Context: an optimization exercise on an open-source flow, tuned for small area, a short achievable clock period and few clock cycles per item. The choices shown serve that exercise and are no tape-out recipe.
Only simulation tests tie the RTL to the original design; equivalence was not proved.

== v50 ==
Design fp32_div_pipe, start of the top module:
module fp32_div_pipe (
  input  logic        clk,
  input  logic        rst_n,
  input  logic        in_valid,
  output logic        in_ready,
  input  logic [31:0] in_a,
  input  logic [31:0] in_b,
  output logic        out_valid,
  input  logic        out_ready,
  output logic [31:0] out_q,
  output logic [3:0]  out_flags
);
Size: about 4300 cells after synthesis, roughly 330 flip-flops, ~44000 µm² of cells after synthesis.
==> flow/config.mk <==
export PLATFORM = sky130hd
export DESIGN_NAME = fp32_div_pipe
export DESIGN_NICKNAME = fp32_div_pipe
export VERILOG_FILES = /design/flow/design.v
export SDC_FILE = /design/flow/constraint.sdc
export NUM_CORES = 4
export LEC_CHECK = 0
export ABC_AREA = 1
export CAP_MARGIN = 20
export CORE_MARGIN = 2
export CORE_UTILIZATION = 40
export SLEW_MARGIN = 60
export SYNTH_HIERARCHICAL = 1
export SYNTH_MINIMUM_KEEP_SIZE = 0
==> flow/constraint.sdc <==
create_clock -name core_clock -period 125.0 [get_ports {clk}]
set_input_delay 25.0000 -clock core_clock [delete_from_list [all_inputs] [get_ports {clk}]]
set_output_delay 25.0000 -clock core_clock [all_outputs]
set_load 0.01 [all_outputs]
standard.sh (not shown) runs the stock make flow with config.mk's settings and CLKGATE_MAP_FILE= SYNTH_SCRIPT=/design/flow/synth_recipe.tcl, a recipe that flattens the netlist after the stock synthesis.
==> flow/flow/run.sh <==
#!/bin/bash
# Own layout flow: the standard flow (standard synthesis, floorplan, place,
# CTS, route) unchanged, except that the input and output port buffers that
# buffer_ports inserts are sky130_fd_sc_hd__buf_2 cells instead of the default
# choice. Every port is still buffered.
set -euo pipefail
export BUFFER_PORTS_ARGS="-buffer_cell sky130_fd_sc_hd__buf_2"
bash standard.sh finish > standard_flow.log 2>&1
The flow did not stop early for v50: all stages ran, and the layout cleared the timing, DRC and antenna checks.
Testbench counts of v50, summed over its fixed seeds: cycles 16,032, items 16,000.
Setup changes, v50 to v8
- setting CTS_BUF_LIST to sky130_fd_sc_hd__clkbuf_8 for the first time
## What came out
[v8] final cell count rose 39 relative to v50
Going from v50 to v8, number of detailed-routing iterations run before antenna repair rose by 1, worst setup slack fell by 0.12 ns.
Area overhead of the layout relative to synthesis of v8 is on par with v50.
v8 -> v50: routed wire length flat
Input changes introduced in v59 (baseline for comparison: v8):
- CTS_BUF_LIST removed (was sky130_fd_sc_hd__clkbuf_8)
==> flow/run.sh (new file) <==
#!/bin/bash
# synth_recipe.tcl (not shown) runs the flow's synth.tcl, then flattens the netlist and writes it again
# the make line also repeats each setting of config.mk as NAME=value (left out here)
make -C /OpenROAD-flow-scripts/flow DESIGN_CONFIG=/design/flow/config.mk WORK_HOME=/design/flow/orfs CLKGATE_MAP_FILE= SYNTH_SCRIPT=/design/flow/synth_recipe.tcl finish
removed: flow/flow/run.sh
removed: flow/standard.sh
[summary]
Sort v8 and v59 by fill cell total of the finished layout asc -> top: v59
Diff v59..v8 | post-synthesis xor/xnor area fraction | unchanged
From v8 to v59 the numbers moved as follows: global-route wire length before repair now sits lower.
Of v8 and v59, v59 shows the higher core utilization, with v8 below it.

Setup of job 103:
fp32_div_pipe, a different RTL version from the one above (not shown whole).
Size in the first run: ~4200 cells after synthesis, ~110 I/O pins.
Settings: LEC_CHECK=0, ABC_AREA=1, CAP_MARGIN=20, CORE_MARGIN=2, CORE_UTILIZATION=60, CTS_CLUSTER_DIAMETER=100, CTS_CLUSTER_SIZE=30, SLEW_MARGIN=45, SYNTH_HIERARCHICAL=1, SYNTH_MINIMUM_KEEP_SIZE=0; clock period 125.0 ns.
==> flow/flow/run.sh <==
#!/bin/bash
# Own layout flow: the standard flow (standard synthesis, floorplan, place,
# CTS, route) unchanged, except that the input and output port buffers that
# buffer_ports inserts are sky130_fd_sc_hd__buf_2 cells instead of the default
# choice. Every port is still buffered.
set -euo pipefail
export BUFFER_PORTS_ARGS="-buffer_cell sky130_fd_sc_hd__buf_2"
bash standard.sh finish > standard_flow.log 2>&1
Testbench counts of job 103, summed over its fixed seeds: cycles 16,032, items 16,000.
> inputs changed (job 103 -> job 104)
Settings: swapping 60 for 55 in CORE_UTILIZATION.
[summary]
Both conditions hold for job 104: the flow ran to the end and the final layout passed the timing, DRC and antenna checks.
Lower post-layout worst setup margin was reported by job 104, not job 103.
Worst hold slack after final layout on job 104 is up relative to job 103.
From job 103 to job 104 the numbers moved as follows: critical path depth in cells has remained practically unchanged; summed area of non-filler cells in the final layout has increased.
Delta (job 104 minus job 103): total routed wirelength +1.6%.

-- afterwards: timing with drivers on the ports --
The flow's constraints put no driver on any port. The routed layouts listed below were extracted and timed again, unchanged, in two steps.
Step 1 assumes that a clkbuf_16 drives the clock port and a buf_2 every other input.
Step 2 also shifts input and output timing later by t, the mid clock arrival at the registers, as if the neighbouring blocks saw the same clock.
Three values: no drivers, after step 1, after step 2; two values: the first two.
run | shift t [ns] | setup slack, ns | slew at the worst register clock pin (ns)
v50 | 0.663 | 98.881 / 98.806 / 99.060 | 0.07 / 0.07
v8 | 0.775 | 98.763 / 98.689 / 99.075 | 0.08 / 0.08
v59 | 0.675 | 98.436 / 98.361 / 98.702 | 0.08 / 0.08
job 103 | 0.629 | 98.861 / 98.792 / 99.052 | 0.12 / 0.12
job 104 | 0.658 | 98.772 / 98.702 / 99.079 | 0.12 / 0.12
After both steps setup and hold are still met in every run listed.
